Context: an optimization exercise on an open-source flow, tuned for small area. The choices shown serve that exercise and are no tape-out recipe. In this exercise RTL edits were held to simulation tests only and were not proved equivalent to the original. Power and IR drop assume default switching activity.

## flow/config.mk

```make
export PLATFORM = sky130hd
export DESIGN_NAME = coeff_ramp16
export DESIGN_NICKNAME = coeff_ramp16
export VERILOG_FILES = /design/flow/design.v
export SDC_FILE = /design/flow/constraint.sdc
export NUM_CORES = 4
export LEC_CHECK = 0
export ABC_CLOCK_PERIOD_IN_PS = 6500
export CAP_MARGIN = 20
export CORE_MARGIN = 2
export CORE_UTILIZATION = 40
export SETUP_SLACK_MARGIN = 0.2
export SLEW_MARGIN = 20
```

## flow/constraint.sdc

```tcl
create_clock -name core_clock -period 9.0 [get_ports {clk}]
set_input_delay 1.8000 -clock core_clock [delete_from_list [all_inputs] [get_ports {clk}]]
set_output_delay 1.8000 -clock core_clock [all_outputs]
set_load 0.01 [all_outputs]
```

## flow/design.v

```verilog
package mixer_pkg;
   localparam int NCH     = 16;
   localparam int COEFF_W = 16;
   localparam int FLAT_W  = NCH * COEFF_W;
   localparam int CH_W    = 4;
   typedef logic signed [COEFF_W-1:0] coeff_t;
   typedef enum logic {
      ST_IDLE,
      ST_SWEEP
   } ramp_st_e;
   function automatic int slc_lo(input int k);
      slc_lo = k * COEFF_W;
   endfunction
endpackage
module coeff_slew_step #(
   parameter logic [mixer_pkg::COEFF_W-1:0] STEP = 16'd64
) (
   input  logic [mixer_pkg::COEFF_W-1:0] i_cur,
   input  logic [mixer_pkg::COEFF_W-1:0] i_tgt,
   output logic [mixer_pkg::COEFF_W-1:0] o_next,
   output logic               o_eq
);
   logic signed [mixer_pkg::COEFF_W:0] w_d;
   logic signed [mixer_pkg::COEFF_W:0] w_neg;
   logic        [mixer_pkg::COEFF_W:0] w_mag;
   logic        [mixer_pkg::COEFF_W:0] w_step;
   assign w_d    = $signed({i_tgt[mixer_pkg::COEFF_W-1], i_tgt})
                 - $signed({i_cur[mixer_pkg::COEFF_W-1], i_cur});
   assign w_neg  = -w_d;
   assign w_mag  = w_d[mixer_pkg::COEFF_W] ? $unsigned(w_neg)
                                : $unsigned(w_d);
   assign w_step = {1'b0, STEP};
   always_comb begin
      if (w_mag <= w_step) begin
         o_next = i_tgt;
      end else if (!w_d[mixer_pkg::COEFF_W]) begin
         o_next = i_cur + STEP;
      end else begin
         o_next = i_cur - STEP;
      end
   end
   assign o_eq = (o_next == i_tgt);
endmodule
module coeff_ramp16 #(
   parameter logic [mixer_pkg::COEFF_W-1:0] STEP = 16'd64
) (
   input  logic              clk,
   input  logic              rst_n,
   input  logic              sample_tick,
   input  logic              coeff_done,
   input  logic              snap,
   input  logic [mixer_pkg::FLAT_W-1:0] tgt_L_flat,
   input  logic [mixer_pkg::FLAT_W-1:0] tgt_R_flat,
   output logic [mixer_pkg::FLAT_W-1:0] cur_L_flat,
   output logic [mixer_pkg::FLAT_W-1:0] cur_R_flat,
   output logic              ramp_busy,
   output logic              settled,
   output logic              overrun,
   input  logic              overrun_clr
);
   mixer_pkg::coeff_t r_pend_l [mixer_pkg::NCH];
   mixer_pkg::coeff_t r_pend_r [mixer_pkg::NCH];
   mixer_pkg::coeff_t r_act_l  [mixer_pkg::NCH];
   mixer_pkg::coeff_t r_act_r  [mixer_pkg::NCH];
   mixer_pkg::coeff_t r_cur_l  [mixer_pkg::NCH];
   mixer_pkg::coeff_t r_cur_r  [mixer_pkg::NCH];
   mixer_pkg::coeff_t w_in_l   [mixer_pkg::NCH];
   mixer_pkg::coeff_t w_in_r   [mixer_pkg::NCH];
   mixer_pkg::coeff_t w_src_l  [mixer_pkg::NCH];
   mixer_pkg::coeff_t w_src_r  [mixer_pkg::NCH];
   mixer_pkg::ramp_st_e          r_state;
   logic [mixer_pkg::CH_W-1:0]   r_ch;
   logic              r_all_eq;
   logic              r_dirty;
   logic              r_busy;
   logic              r_settled;
   logic              r_overrun;
   logic [mixer_pkg::COEFF_W-1:0] w_next_l;
   logic [mixer_pkg::COEFF_W-1:0] w_next_r;
   logic               w_eq_l;
   logic               w_eq_r;
   logic               w_all_eq;
   logic               w_last;
   logic               w_sweep;
   for (genvar k = 0; k < mixer_pkg::NCH; k++) begin : g_flat
      assign w_in_l[k] = tgt_L_flat[mixer_pkg::slc_lo(k) +: mixer_pkg::COEFF_W];
      assign w_in_r[k] = tgt_R_flat[mixer_pkg::slc_lo(k) +: mixer_pkg::COEFF_W];
      assign cur_L_flat[mixer_pkg::slc_lo(k) +: mixer_pkg::COEFF_W] = r_cur_l[k];
      assign cur_R_flat[mixer_pkg::slc_lo(k) +: mixer_pkg::COEFF_W] = r_cur_r[k];
   end
   always_comb begin
      for (int k = 0; k < mixer_pkg::NCH; k++) begin
         w_src_l[k] = coeff_done ? w_in_l[k] : r_pend_l[k];
         w_src_r[k] = coeff_done ? w_in_r[k] : r_pend_r[k];
      end
   end
   coeff_slew_step #(
      .STEP   (STEP)
   ) u_step_l (
      .i_cur  (r_cur_l[r_ch]),
      .i_tgt  (r_act_l[r_ch]),
      .o_next (w_next_l),
      .o_eq   (w_eq_l)
   );
   coeff_slew_step #(
      .STEP   (STEP)
   ) u_step_r (
      .i_cur  (r_cur_r[r_ch]),
      .i_tgt  (r_act_r[r_ch]),
      .o_next (w_next_r),
      .o_eq   (w_eq_r)
   );
   assign w_all_eq = r_all_eq & w_eq_l & w_eq_r;
   assign w_last   = (r_ch == mixer_pkg::CH_W'(mixer_pkg::NCH - 1));
   assign w_sweep  = (r_state == mixer_pkg::ST_SWEEP);
   always_ff @(posedge clk or negedge rst_n) begin
      if (!rst_n) begin
         for (int k = 0; k < mixer_pkg::NCH; k++) begin
            r_pend_l[k] <= '0;
            r_pend_r[k] <= '0;
         end
      end else if (coeff_done) begin
         for (int k = 0; k < mixer_pkg::NCH; k++) begin
            r_pend_l[k] <= w_in_l[k];
            r_pend_r[k] <= w_in_r[k];
         end
      end
   end
   always_ff @(posedge clk or negedge rst_n) begin
      if (!rst_n) begin
         r_overrun <= 1'b0;
      end else if (overrun_clr) begin
         r_overrun <= 1'b0;
      end else if (sample_tick && w_sweep && !snap) begin
         r_overrun <= 1'b1;
      end
   end
   always_ff @(posedge clk or negedge rst_n) begin
      if (!rst_n) begin
         for (int k = 0; k < mixer_pkg::NCH; k++) begin
            r_act_l[k] <= '0;
            r_act_r[k] <= '0;
            r_cur_l[k] <= '0;
            r_cur_r[k] <= '0;
         end
         r_state   <= mixer_pkg::ST_IDLE;
         r_ch      <= '0;
         r_all_eq  <= 1'b1;
         r_dirty   <= 1'b0;
         r_busy    <= 1'b0;
         r_settled <= 1'b1;
      end else if (snap) begin
         for (int k = 0; k < mixer_pkg::NCH; k++) begin
            r_act_l[k] <= w_src_l[k];
            r_act_r[k] <= w_src_r[k];
            r_cur_l[k] <= w_src_l[k];
            r_cur_r[k] <= w_src_r[k];
         end
         r_state   <= mixer_pkg::ST_IDLE;
         r_ch      <= '0;
         r_all_eq  <= 1'b1;
         r_dirty   <= 1'b0;
         r_busy    <= 1'b0;
         r_settled <= 1'b1;
      end else begin
         unique case (1'b1)
            (r_state == mixer_pkg::ST_IDLE): begin
               if (coeff_done) begin
                  r_settled <= 1'b0;
               end
               if (sample_tick) begin
                  for (int k = 0; k < mixer_pkg::NCH; k++) begin
                     r_act_l[k] <= w_src_l[k];
                     r_act_r[k] <= w_src_r[k];
                  end
                  r_state  <= mixer_pkg::ST_SWEEP;
                  r_ch     <= '0;
                  r_all_eq <= 1'b1;
                  r_dirty  <= 1'b0;
                  r_busy   <= 1'b1;
               end
            end
            (r_state == mixer_pkg::ST_SWEEP): begin
               r_cur_l[r_ch] <= w_next_l;
               r_cur_r[r_ch] <= w_next_r;
               if (coeff_done) begin
                  r_dirty   <= 1'b1;
                  r_settled <= 1'b0;
               end
               if (w_last) begin
                  r_state   <= mixer_pkg::ST_IDLE;
                  r_ch      <= '0;
                  r_all_eq  <= 1'b1;
                  r_busy    <= 1'b0;
                  r_settled <= w_all_eq & ~r_dirty & ~coeff_done;
               end else begin
                  r_ch     <= r_ch + mixer_pkg::CH_W'(1);
                  r_all_eq <= w_all_eq;
               end
            end
            default: begin
               r_state <= mixer_pkg::ST_IDLE;
            end
         endcase
      end
   end
   assign ramp_busy = r_busy;
   assign settled   = r_settled;
   assign overrun   = r_overrun;
endmodule
```

## flow/run.sh

```bash
#!/bin/bash
# synth_recipe.tcl (not shown) runs the flow's synth.tcl, then flattens the netlist and writes it again
# the make line also repeats each setting of config.mk as NAME=value (left out here)
make -C /OpenROAD-flow-scripts/flow DESIGN_CONFIG=/design/flow/config.mk WORK_HOME=/design/flow/orfs CLKGATE_MAP_FILE= SYNTH_SCRIPT=/design/flow/synth_recipe.tcl finish
```

==> results.txt <==
## stage by stage
step | utilization (%) | setup slack, ns | power [W] | hold slack (ns)
after floorplan | - | 1.479 | 0.01232 | 0.3997
after global placement | 47.75 | 0.2710 | 0.01727 | 0.4268
after detailed placement | 47.76 | 0.2248 | 0.01724 | 0.4343
after CTS | 50.92 | 0.2072 | 0.02451 | 0.4528
after global routing | 51.04 | 0.1757 | 0.02533 | 0.4605
final | 51.06 | 0.3402 | 0.02483 | 0.4548
## power by group
part	leakage, nW	total [W]	internal (W)	switching, W
combinational	16.5	0.00854	0.00292	0.00562
sequential	18.3	0.00897	0.00782	0.00114
clock	2.82	0.00732	0.00421	0.00312
## logic make-up after synthesis
family	share of synthesized area (%)
buf+inv	3.327
simple gates	10.27
mux	16.86
flops	52.71
fa+ha+maj	1.030
xor+xnor	0.7875
compound gates	15.01
## final timing paths
| kind | from | to | depth (start not counted) |
|---|---|---|---|
| max | r_ch[0] | r_cur_l[6][0] | 22 |
| min | r_dirty | r_settled | 1 |
| max reg2reg | r_ch[0] | r_cur_l[6][0] | 22 |
| min reg2reg | r_dirty | r_settled | 1 |
| max in group asynchronous | rst_n | r_pend_r[15][2] | 3 |
| min in group asynchronous | rst_n | r_pend_l[9][13] | 1 |
## cell type report
class	instances	area (um^2)
Tap cell	2385	2984
Timing Repair Buffer	1296	12880
Antenna cell	16	40.04
Clock inverter	63	783.3
Sequential cell	1546	38700
Clock buffer	249	4984
Multi-Input combinational cell	4395	32600
Inverter	84	319.1
Fill cell	16260	89410
## cell usage in the layout (no fill, tap or decap), types with 17 or more instances in the layout
cell type,n
o21a_1,18
a22o_1,88
inv_1,80
a22oi_1,153
clkbuf_8,39
xor2_1,26
clkinv_2,25
nand2_1,367
o21ai_0,278
a31oi_1,28
a222oi_1,52
ha_1,50
clkbuf_16,172
nand4_1,30
buf_4,218
o21ai_1,71
mux2i_1,94
nor2_1,422
nor3b_1,226
clkdlybuf4s50_1,1029
nand3_1,46
xnor2_1,40
o31ai_1,222
nand2b_1,21
dfrtp_1,1542
nor3_1,265
buf_12,38
a21o_1,23
clkbuf_1,38
o31a_1,18
a211oi_1,31
and3_1,19
o22ai_1,22
or3_1,18
a21oi_1,379
nor2b_1,17
mux2_2,1005
a221oi_1,98
## flip-flops by register name (all words and copies together), names as in the netlist
| register | count |
|---|---|
| r_settled | 1 |
| r_state | 1 |
| r_pend_l | 256 |
| r_ch | 4 |
| r_dirty | 1 |
| r_overrun | 1 |
| r_busy | 1 |
| r_act_r | 256 |
| r_cur_r | 256 |
| r_cur_l | 256 |
| r_all_eq | 1 |
| r_act_l | 256 |
| r_pend_r | 256 |
## repair_timing
| item | 4_1_cts | 5_1_grt |
|---|---|---|
| buffers inserted | 0 | 9 |
| endpoints found under the hold margin | 0 | 0 |
| gates resized for setup | 0 | 15 |
| setup endpoints to repair | 0 | 27 |
## layer usage
layer,track usage [%],vias up,part of all wire (%)
met1,52.63,33980,36
met3,12.80,1355,11
met4,34.54,22,9.6
met2,65.94,5061,44
li1,-,26080,-
met5,0,-,0.030
==> results.txt <==
Final setup violation count=0; asr flop ratio synth=100.0%; global route total overflow=0; Final ANT Viol Nets=0; worst-path cell chain=inv_1 -> ha_4 -> buf_4 -> a222oi_1 -> nand2_1 -> nand2_1 -> a21oi_1 -> o32a_1 -> ha_1 -> and3_1 -> nand4_1 -> a21oi_1 -> nor3_1 -> a311oi_2 -> or4b_1 -> o31a_1 -> or3_1 -> a2111oi_4 -> buf_12 -> mux2i_1 -> buf_4 -> o21ai_0; CP endpoint kind=flop; IO Pins=1033; max cap viols=0; H-tree Lvls=4; largest cells by area after synthesis=dfrtp_1, mux2_2, a21oi_1; Max clock buf depth=3; clk slew on worst S/H paths=0.07 ns; crit share post-route=96.22%; share of the synthesized area in the top cell type=52.63%; number of synthesized flops with an enable pin=0; Yosys warning total=22; vias after detailed routing=66500; first-pass GRT wire length=558700 um; CP max-delay cell=a222oi_1; synth unique cells=89; area grow syn2layout=27.07%; wire length per cell=41.87 um; Clock Tree Root=clkbuf_16; Post-Route WL=420100 um; final instance area=93280 um^2; final worst path period need=8.660 ns; RSZ-0062 raised after global routing=no; number of synthesized register bits=1546; CORE AREA=182700 um^2; total track usage=43.85%; status=complete, no violations; Commonest cells post-synth=dfrtp_1, mux2_2, clkbuf_1; vias in the first global route=63560; Final Hold Viols=0; layout cell share with drive strength beyond 1=21.73%; r2r setup slk=0.34 ns; initial antenna violation count=37; Net count, final=8068; cell family with most CP delay=compound AO/OA/AOI/OAI gates; CP startpoint kind=flop; placer congestion estimate=1.026; Cell Area, Synth=73410 um^2; Main synth FF type=dfrtp_1; I/O Buffers=1032; # DRC=0; drt pass-1 iters=9; Area after DPL=87260 um^2; f_max=115.5 MHz; WP data arrival=9.35 ns; Post-CTS Hold Fix Bufs=0; Layout Cells excl Fill=10030; DIE HEIGHT=432.4 um; row count=157; placed cells=9693; via/cell ratio=6.627; worst rel slew slack=14.98%; CTS Buf Count=169; clock skew=0.04843 ns; Post-Syn Nets=7158; critical path type=reg2reg; Synth area leader=dfrtp_1; crit-path max FO=17; Post-DP HPWL=308300 um; PD cells=266.2 nW/um^2; Skew-Pair Late Insertion Delay=0.89 ns; worst slew pin tran=1.275 ns; Pins Over Slew Limit=0; Mean Syn Cell Area=11.15 um^2; CP Buf/Inv Count=4; clk sinks=1546; CP peak stage delay=1.02 ns; top-count cell post-synth=dfrtp_1; Die X=432.4 um; Die Area=187000 um^2; Post-Synthesis Cells=6582; Hold Path Class=reg2reg; static leakage=37.60 nW; Max rail drop VDD=275.3 uV; Worst Path Required=9.69 ns; largest net degree at the start of global routing=219; DR iter-0 viols=9795; TNS Setup=0 ns; Starting Density=40.18%; Seq/Total Area, Yosys=52.71%; CTS tree=done

-- separate check: timing with driven ports --
The results above use ideal ports. As a check the final layout listed here was re-extracted and re-timed, cells and wires unchanged.
Step 1: set_driving_cell puts a clkbuf_16 on clk and a buf_2 on each other input, an assumption about the parent block.
Step 2 also shifts input and output timing later by t, the mid clock arrival at the registers, as if the neighbouring blocks saw the same clock.
Slacks: no drivers / after step 1 / after step 2; pairs: no drivers / after step 1.
shift t [ns]: 0.955
slack for setup (ns): 0.340 / 0.340 / 0.340
pins driven straight from the clock port: 1
After both steps setup and hold are still met in this run. The setup slack of this run moves by 0.000 ns with the drivers and by 0.000 ns with both steps.
